Source: an optimization exercise on an open RTL-to-GDS flow (aim: small area, a short achievable clock period and few clock cycles per item). Production flows keep margins and buffers that such runs may drop. Only simulation tests tie the RTL to the original design; equivalence was not proved. Power figures rest on the tool's default switching activity, not on a simulated workload.

`flow/config.mk`:
```
export PLATFORM = sky130hd
export DESIGN_NAME = windowed_multiset_aggregator_core
export DESIGN_NICKNAME = windowed_multiset_aggregator_core
export VERILOG_FILES = /design/flow/design.v
export SDC_FILE = /design/flow/constraint.sdc
export NUM_CORES = 4
export LEC_CHECK = 0
export CAP_MARGIN = 20
export CORE_MARGIN = 2
export CORE_UTILIZATION = 40
export SLEW_MARGIN = 20
```
`flow/constraint.sdc`:
```
create_clock -name core_clock -period 8.0 [get_ports {i_clk}]
set_input_delay 1.6000 -clock core_clock [delete_from_list [all_inputs] [get_ports {i_clk}]]
set_output_delay 1.6000 -clock core_clock [all_outputs]
set_load 0.01 [all_outputs]
```
`flow/design.v`:
```
package wma_pkg;
    localparam int KEY_BITS   = 8;
    localparam int COUNT_BITS = 16;
    localparam int TABLE_SIZE = 1 << KEY_BITS;
    localparam int SUM_W      = 24;
    localparam int TCNT_W     = 16;
    localparam int DSUM_W     = 15;
    localparam int DCNT_W     = 9;
    localparam int MEAN_W     = 16;
    localparam int DIV_NUM_W  = SUM_W + 8;
    localparam logic REQ_INSERT  = 1'b0;
    localparam logic REQ_RETRACT = 1'b1;
    typedef struct packed {
        logic clr_step;     
        logic capture;      
        logic rd_issue;     
        logic update;       
        logic scan_init;    
        logic scan_step;    
        logic div_start;    
        logic div_step;     
        logic emit;         
    } t_cmd;
    typedef struct packed {
        logic clr_last;
        logic need_scan;
        logic scan_last;
        logic div_last;
    } t_stat;
endpackage
import wma_pkg::*;
module wma_ctrl (
    input  logic           i_clk,
    input  logic           i_rst_n,
    input  logic           i_start,
    output logic           o_busy,
    input  wma_pkg::t_stat i_stat,
    output wma_pkg::t_cmd  o_cmd
);
    typedef enum logic [7:0] {
        S_CLEAR = 8'b0000_0001,
        S_IDLE  = 8'b0000_0010,
        S_READ  = 8'b0000_0100,
        S_UPD   = 8'b0000_1000,
        S_SCAN  = 8'b0001_0000,
        S_DIVGO = 8'b0010_0000,
        S_DIV   = 8'b0100_0000,
        S_EMIT  = 8'b1000_0000
    } t_state;
    t_state r_state, n_state;
    always_ff @(posedge i_clk) begin
        if (!i_rst_n) begin
            r_state <= S_CLEAR;
        end else begin
            r_state <= n_state;
        end
    end
    always_comb begin
        n_state = r_state;
        o_cmd   = '0;
        case (r_state)
            S_CLEAR: begin
                o_cmd.clr_step = 1'b1;
                if (i_stat.clr_last) n_state = S_IDLE;
            end
            S_IDLE: begin
                if (i_start) begin
                    o_cmd.capture = 1'b1;
                    n_state = S_READ;
                end
            end
            S_READ: begin
                o_cmd.rd_issue = 1'b1;
                n_state = S_UPD;
            end
            S_UPD: begin
                o_cmd.update = 1'b1;
                if (i_stat.need_scan) begin
                    o_cmd.scan_init = 1'b1;
                    n_state = S_SCAN;
                end else begin
                    n_state = S_DIVGO;
                end
            end
            S_SCAN: begin
                o_cmd.scan_step = 1'b1;
                if (i_stat.scan_last) n_state = S_DIVGO;
            end
            S_DIVGO: begin
                o_cmd.div_start = 1'b1;
                n_state = S_DIV;
            end
            S_DIV: begin
                o_cmd.div_step = 1'b1;
                if (i_stat.div_last) n_state = S_EMIT;
            end
            S_EMIT: begin
                o_cmd.emit = 1'b1;
                n_state = S_IDLE;
            end
            default: n_state = S_CLEAR;
        endcase
    end
    assign o_busy = (r_state != S_IDLE);
endmodule
import wma_pkg::*;
module wma_dp (
    input  logic                           i_clk,
    input  logic                           i_rst_n,
    input  wma_pkg::t_cmd                  i_cmd,
    output wma_pkg::t_stat                 o_stat,
    input  logic                           i_req_type,
    input  logic [wma_pkg::KEY_BITS-1:0]   i_key_value,
    output logic                           o_valid,
    output logic                           o_is_empty,
    output logic                           o_bad_request,
    output logic [wma_pkg::SUM_W-1:0]      o_total_sum,
    output logic [wma_pkg::TCNT_W-1:0]     o_total_count,
    output logic [wma_pkg::KEY_BITS-1:0]   o_min_key,
    output logic [wma_pkg::KEY_BITS-1:0]   o_max_key,
    output logic [wma_pkg::DSUM_W-1:0]     o_distinct_total,
    output logic [wma_pkg::DCNT_W-1:0]     o_distinct_count,
    output logic [wma_pkg::MEAN_W-1:0]     o_mean_fixed,
    output logic [wma_pkg::MEAN_W-1:0]     o_distinct_mean_fixed
);
    localparam int DSTEP_W = $clog2(DIV_NUM_W + 1);
    logic [COUNT_BITS-1:0] mem [TABLE_SIZE];
    logic [COUNT_BITS-1:0] r_rd;
    logic [KEY_BITS-1:0]   r_addr;
    logic                  r_type;
    logic [KEY_BITS-1:0]   r_key;
    logic [SUM_W-1:0]    r_sum;
    logic [TCNT_W-1:0]   r_cnt;
    logic [DSUM_W-1:0]   r_dsum;
    logic [DCNT_W-1:0]   r_dcnt;
    logic [KEY_BITS-1:0] r_min, r_max;
    logic                r_bad;
    logic                r_seen;
    logic                r_scan_rd;     
    logic [KEY_BITS-1:0] r_scan_key;
    logic                r_scan_addr_done;
    logic                ok, fresh_ins, gone;
    logic [SUM_W:0]      sum_inc;
    logic [DSUM_W:0]     dsum_inc;
    always_comb begin
        sum_inc  = {1'b0, r_sum} + (SUM_W+1)'(r_key);
        dsum_inc = {1'b0, r_dsum} + (DSUM_W+1)'(r_key);
        fresh_ins = (r_rd == '0);
        gone      = (r_rd == COUNT_BITS'(1));
        if (r_type == REQ_RETRACT) begin
            ok = (r_rd != '0);
        end else begin
            ok = (r_rd != '1) && (r_cnt != '1) && !sum_inc[SUM_W]
                 && !(fresh_ins && dsum_inc[DSUM_W]);
        end
    end
    assign o_stat.need_scan = ok && (r_type == REQ_RETRACT ? gone : fresh_ins);
    assign o_stat.clr_last  = (r_addr == '1);
    assign o_stat.scan_last = r_scan_rd && (r_scan_key == '1);
    always_ff @(posedge i_clk) begin
        if (i_cmd.clr_step) mem[r_addr] <= '0;
        if (i_cmd.update && ok)
            mem[r_key] <= (r_type == REQ_RETRACT) ? r_rd - 1'b1 : r_rd + 1'b1;
        if (i_cmd.rd_issue) r_rd <= mem[r_key];
        if (i_cmd.scan_step) r_rd <= mem[r_addr];
    end
    always_ff @(posedge i_clk) begin
        if (!i_rst_n) begin
            r_addr <= '0;
            r_scan_rd <= 1'b0;
            r_scan_addr_done <= 1'b0;
        end else begin
            if (i_cmd.clr_step) r_addr <= r_addr + 1'b1;
            if (i_cmd.scan_init) begin
                r_addr <= '0;
                r_scan_rd <= 1'b0;
                r_scan_addr_done <= 1'b0;
            end
            if (i_cmd.scan_step) begin
                if (!r_scan_addr_done) begin
                    r_addr <= r_addr + 1'b1;
                    if (r_addr == '1) r_scan_addr_done <= 1'b1;
                end
                r_scan_rd  <= 1'b1;
                r_scan_key <= r_addr;
            end
        end
    end
    always_ff @(posedge i_clk) begin
        if (i_cmd.capture) begin
            r_type <= i_req_type;
            r_key  <= i_key_value;
        end
    end
    always_ff @(posedge i_clk) begin
        if (!i_rst_n) begin
            r_sum <= '0; r_cnt <= '0; r_dsum <= '0; r_dcnt <= '0;
            r_min <= '0; r_max <= '0; r_bad <= 1'b0; r_seen <= 1'b0;
        end else begin
            if (i_cmd.update) begin
                r_bad <= !ok;
                if (ok) begin
                    if (r_type == REQ_RETRACT) begin
                        r_sum <= r_sum - SUM_W'(r_key);
                        r_cnt <= r_cnt - 1'b1;
                        if (gone) begin
                            r_dsum <= r_dsum - DSUM_W'(r_key);
                            r_dcnt <= r_dcnt - 1'b1;
                        end
                    end else begin
                        r_sum <= sum_inc[SUM_W-1:0];
                        r_cnt <= r_cnt + 1'b1;
                        if (fresh_ins) begin
                            r_dsum <= dsum_inc[DSUM_W-1:0];
                            r_dcnt <= r_dcnt + 1'b1;
                        end
                    end
                end
            end
            if (i_cmd.scan_init) begin
                r_min <= '0; r_max <= '0; r_seen <= 1'b0;
            end
            if (i_cmd.scan_step && r_scan_rd && r_rd != '0) begin
                if (!r_seen) r_min <= r_scan_key;
                r_seen <= 1'b1;
                r_max  <= r_scan_key;
            end
        end
    end
    logic [DIV_NUM_W-1:0] r_n0, r_n1, r_q0, r_q1;
    logic [TCNT_W:0]      r_p0;
    logic [DCNT_W:0]      r_p1;
    logic [DSTEP_W-1:0]   r_dstep;
    logic [TCNT_W:0]      t0;
    logic [DCNT_W:0]      t1;
    always_comb begin
        t0 = {r_p0[TCNT_W-1:0], r_n0[DIV_NUM_W-1]};
        t1 = {r_p1[DCNT_W-1:0], r_n1[DIV_NUM_W-1]};
    end
    assign o_stat.div_last = (r_dstep == DSTEP_W'(DIV_NUM_W - 1));
    always_ff @(posedge i_clk) begin
        if (i_cmd.div_start) begin
            r_n0 <= {r_sum, 8'b0};
            r_n1 <= DIV_NUM_W'({r_dsum, 8'b0});
            r_q0 <= '0; r_q1 <= '0; r_p0 <= '0; r_p1 <= '0;
            r_dstep <= '0;
        end
        if (i_cmd.div_step) begin
            r_n0 <= r_n0 << 1;
            r_n1 <= r_n1 << 1;
            r_dstep <= r_dstep + 1'b1;
            if (t0 >= {1'b0, r_cnt}) begin
                r_p0 <= t0 - {1'b0, r_cnt};
                r_q0 <= {r_q0[DIV_NUM_W-2:0], 1'b1};
            end else begin
                r_p0 <= t0;
                r_q0 <= {r_q0[DIV_NUM_W-2:0], 1'b0};
            end
            if (t1 >= {1'b0, r_dcnt}) begin
                r_p1 <= t1 - {1'b0, r_dcnt};
                r_q1 <= {r_q1[DIV_NUM_W-2:0], 1'b1};
            end else begin
                r_p1 <= t1;
                r_q1 <= {r_q1[DIV_NUM_W-2:0], 1'b0};
            end
        end
    end
    logic empty;
    assign empty = (r_cnt == '0);
    always_ff @(posedge i_clk) begin
        if (!i_rst_n) begin
            o_valid <= 1'b0;
        end else begin
            o_valid <= i_cmd.emit;
        end
    end
    always_ff @(posedge i_clk) begin
        if (i_cmd.emit) begin
            o_is_empty       <= empty;
            o_bad_request    <= r_bad;
            o_total_sum      <= empty ? '0 : r_sum;
            o_total_count    <= r_cnt;
            o_min_key        <= empty ? '0 : r_min;
            o_max_key        <= empty ? '0 : r_max;
            o_distinct_total <= empty ? '0 : r_dsum;
            o_distinct_count <= empty ? '0 : r_dcnt;
            o_mean_fixed <= empty ? '0 :
                (r_q0[DIV_NUM_W-1:MEAN_W] != '0) ? '1 : r_q0[MEAN_W-1:0];
            o_distinct_mean_fixed <= empty ? '0 :
                (r_q1[DIV_NUM_W-1:MEAN_W] != '0) ? '1 : r_q1[MEAN_W-1:0];
        end
    end
endmodule
import wma_pkg::*;
module windowed_multiset_aggregator_core (
    input  logic                           i_clk,
    input  logic                           i_rst_n,
    input  logic                           start,
    output logic                           busy,
    input  logic                           i_req_type,
    input  logic [wma_pkg::KEY_BITS-1:0]   i_key_value,
    output logic                           o_valid,
    output logic                           o_is_empty,
    output logic                           o_bad_request,
    output logic [wma_pkg::SUM_W-1:0]      o_total_sum,
    output logic [wma_pkg::TCNT_W-1:0]     o_total_count,
    output logic [wma_pkg::KEY_BITS-1:0]   o_min_key,
    output logic [wma_pkg::KEY_BITS-1:0]   o_max_key,
    output logic [wma_pkg::DSUM_W-1:0]     o_distinct_total,
    output logic [wma_pkg::DCNT_W-1:0]     o_distinct_count,
    output logic [wma_pkg::MEAN_W-1:0]     o_mean_fixed,
    output logic [wma_pkg::MEAN_W-1:0]     o_distinct_mean_fixed
);
    wma_pkg::t_cmd  cmd;
    wma_pkg::t_stat stat;
    wma_ctrl u_ctrl (
        .i_clk, .i_rst_n, .i_start(start), .o_busy(busy),
        .i_stat(stat), .o_cmd(cmd)
    );
    wma_dp u_dp (
        .i_clk, .i_rst_n, .i_cmd(cmd), .o_stat(stat),
        .i_req_type, .i_key_value, .o_valid, .o_is_empty, .o_bad_request,
        .o_total_sum, .o_total_count, .o_min_key, .o_max_key,
        .o_distinct_total, .o_distinct_count, .o_mean_fixed,
        .o_distinct_mean_fixed
    );
endmodule
```
`flow/run.sh`:
```
#!/bin/bash
# synth_recipe.tcl (not shown) runs the flow's synth.tcl, then flattens the netlist and writes it again
# the make line also repeats each setting of config.mk as NAME=value (left out here)
make -C /OpenROAD-flow-scripts/flow DESIGN_CONFIG=/design/flow/config.mk WORK_HOME=/design/flow/orfs CLKGATE_MAP_FILE= SYNTH_SCRIPT=/design/flow/synth_recipe.tcl finish
```
==> flow_metrics.tcl <==
set metrics [dict create \
    ys_top_cells_by_area "edfxtp_1 63%, mux4_2 23%, nor2_1 1.2%" \
    path_clk_slew_ns 0.07 \
    fin_skew_ns 0.0817 \
    layout-drive-gt1-share 0.314 \
    cellLeakagePower_nw 82.8 \
    post_drt_via_cell_ratio 6.67 \
    numCtsBuffers 464 \
    grt_max_degree 190 \
    finalSetupViolCount 0 \
    syn_nets 11200 \
    antenna_left 0 \
    synth_cell_type_count 83 \
    cts.sinks 4495 \
    antenna_found_initial 83 \
    portBuffers 127 \
    finalHoldViolations 0 \
    grt-ovfl-total 0 \
    status "finished clean" \
    drv_cap 0 \
    grtUsageTotal 0.279 \
    yosysMostFrequentCell "edfxtp_1" \
    cp-start-kind "register" \
    cts_resized 0 \
    ys_ff_latch 4495 \
    slew_violations 0 \
    cts_root_buf "clkbuf_16" \
    route.vias.total 126000 \
    syn_to_final_growth_pct 13.5 \
    hpwl_um 502000 \
    final_period_minus_worst_setup_slack_ns 6.43 \
    synth-main-ff-cell "edfxtp_1" \
    yosys-top-cells-count "4,386 x edfxtp_1, 2,106 x mux4_2, 642 x nor2_1, 463 x clkbuf_1, 365 x nand2_1" \
    place.gp.congestion 1.02 \
    end_kind "register" \
    die_w_um 726 \
    nets 11500 \
    vdd_drop_max_mv 0.185 \
    rsz0062_at_grt "false" \
    required_ns 8.77 \
    insertion_delay_ns 1.08 \
    fin_util 0.455 \
    yosys_warnings 2 \
    die_area_um2 527000 \
    post_cts_buffers 0 \
    grt_pass1_wl_um 1020000 \
    n_fill_cell 44000 \
    cts_buffer_depth 4 \
    synth_top_area_frac 0.632 \
    first_iter_violations 21100 \
    routed_wl_um 753000 \
    hp-class "register to register" \
    cts_htree_levels 5 \
    drc_errors 0 \
    hold_slack_ns 0.455 \
    design.portCount 128 \
    fin_tns_setup_ns 0 \
    syn_inst 11100 \
    synth.avg_cell_area_um2 18.8 \
    synth_seq_area_share 0.642 \
    worstPathArrival_ns 7.20 \
    clock.fmax_mhz 155 \
    drt-wirelength-per-cell_um 39.9 \
    worst_slew_pin_slew_ns 1.49 \
    netlist_area_um2 208000 \
    hold_buffers 0 \
    initial_core_util 0.401 \
    dr.pass1.iters 6 \
    cts_tree "yes" \
    worstPathMaxFanout 26 \
    synth_edf_count 4386 \
    grt_pass1_vias 122000 \
    core_area_um2 520000 \
    synth_top_area_cell "edfxtp_1" \
    powerDensity_nw_per_um2 218 \
    worstSetupPathType "register to register" \
    synthArstFlopShare 0 \
    rows 265 \
    slew_headroom 0.00348 \
    dieHeight_um 726 \
    min_period_over_period 0.804 \
]
stage by stage:
step | area, µm² | cells | power (mW) | setup WS (ns)
final | 237000 | 18900 | 51.6 | 1.57
after global routing | 236000 | 18900 | 52.7 | 1.40
after CTS | 236000 | 18700 | 51.7 | 1.71
after detailed placement | 221000 | 17900 | 30.0 | 1.80
after global placement | 221000 | 17900 | 30.0 | 1.88
after floorplan | 208000 | 11100 | 28.6 | -2.11
per-layer routing:
layer / vias to the layer above / part of all wire / global-route usage
li1: 48100 / - / -
met1: 67500 / 0.36 / 0.370
met2: 8932 / 0.45 / 0.415
met3: 1509 / 0.13 / 0.0818
met4: 40 / 0.065 / 0.153
met5: - / 0.00036 / 0.00136
cell usage in the layout (no fill, tap or decap), drive strengths merged, types with 17 or more instances in the layout:
| cell | count |
|---|---|
| xnor2 | 60 |
| nand2b | 33 |
| mux2 | 168 |
| nor2 | 642 |
| o21ai | 211 |
| nor3 | 84 |
| a211oi | 25 |
| inv | 96 |
| a22oi | 81 |
| ha | 83 |
| edfxtp | 4386 |
| a221oi | 167 |
| clkbuf | 554 |
| clkinvlp | 23 |
| a21oi | 231 |
| diode | 166 |
| nor4 | 46 |
| and2 | 143 |
| or2 | 17 |
| or3 | 22 |
| o21a | 23 |
| or4 | 36 |
| a31oi | 54 |
| bufinv | 52 |
| buf | 600 |
| dfxtp | 109 |
| nand2 | 365 |
| xor2 | 20 |
| nor2b | 32 |
| clkinv | 219 |
| nand4 | 44 |
| nand3 | 100 |
| a32oi | 19 |
| o22a | 78 |
| clkdlybuf4s50 | 127 |
| a22o | 75 |
| mux2i | 241 |
| o22ai | 130 |
| mux4 | 2106 |
| o221ai | 122 |
state kept, by name, summed over array words and instances (netlist names), 9 cells and up, named ones only:
name,cells
u_dp.o_mean_fixed,16
u_dp.o_total_count,16
u_dp.o_distinct_count,9
u_dp.o_distinct_mean_fixed,16
u_dp.mem,4096
u_dp.r_n1,24
u_dp.r_rd,16
u_dp.r_p0,16
u_dp.r_dsum,15
u_dp.r_dcnt,9
u_dp.r_n0,24
u_dp.r_sum,24
u_dp.r_q0,32
u_dp.r_q1,32
u_dp.o_distinct_total,15
u_dp.r_p1,9
u_dp.o_total_sum,24
u_dp.r_cnt,16
layout make-up:
type,count,area [µm²],area share
multi-input combinational,5622,71300,0.301
timing repair buffer,729,6650,0.0281
clock buffer,552,12000,0.0507
antenna,166,415,0.00176
inverter,87,342,0.00144
sequential,4495,134000,0.566
clock inverter,303,3210,0.0136
tap,6942,8690,0.0367
report_power, final:
part / internal (mW) / switching [mW]
logic: 1.40 / 2.48
registers: 25.5 / 0.126
clock network: 12.4 / 9.62
total: 39.3 / 12.2
cells by family (layout without fill, tap and decap cells):
| family | after synthesis | after routing | share of synthesized area |
|---|---|---|---|
| AO/OA/AOI/OAI | 1328 | 1328 | 0.0449 |
| adder cells (fa/ha/maj) | 91 | 91 | 0.00575 |
| buffers and inverters | 955 | 1671 | 0.0198 |
| other | 0 | 166 | 0 |
| AND/OR/NAND/NOR | 1608 | 1608 | 0.0357 |
| multiplexers | 2515 | 2515 | 0.248 |
| XOR/XNOR | 80 | 80 | 0.00336 |
| flip-flops | 4495 | 4495 | 0.642 |
worst max-delay path, cell delays in order, from the launching register on:
cell and delay (ns):
edfxtp_1 0.75, inv_1 0.20, ha_1 0.34, nand2b_1 0.18, a221oi_1 0.50, o311ai_1 0.22
nor4_1 0.47, nand2b_1 0.23, buf_4 0.37, or2_4 0.70, mux2i_4 1.14, buf_4 0.41
buf_4 0.25, nor2_1 0.07, buf_4 0.23
path summary, 6_finish.rpt:
check	from	slack (ns)	cells after the start	to
max reg2reg	u_dp.r_key[1]	1.57	14	u_dp.mem[52][9]
max	u_dp.r_key[1]	1.57	14	u_dp.mem[52][9]
min	u_dp.r_addr[5]	0.46	0	u_dp.r_scan_key[5]
min reg2reg	u_dp.r_addr[5]	0.46	0	u_dp.r_scan_key[5]
Testbench counts, summed over its fixed seeds: cycles 870,472, items 4,800.

## afterwards: timing with drivers on the ports
The results above use ideal ports. As a check the final layout listed here was re-extracted and re-timed, cells and wires unchanged.
Step 1 assumes that a clkbuf_16 drives the clock port and a buf_2 every other input.
Step 2 adds t to the input delays and takes it off the output delays; t is the mean of the earliest and latest rising clock arrival at the registers after step 1. Input paths then give back, and output paths get back, about the clock's delay inside the block.
Three values: ideal ports, drivers, drivers and shift; two values: the first two.
t, ns: 1.180
setup WS [ns]: 1.568 / 1.568 / 1.568
hold slack, ns: 0.455 / 0.455 / 0.455
clock arrival spread, ns: 0.089 / 0.090
cell pins on the clock port's net: 1
After both steps setup and hold are still met in this run. For this run, drivers alone change the setup slack by 0.000 ns; drivers and shift together by 0.000 ns.
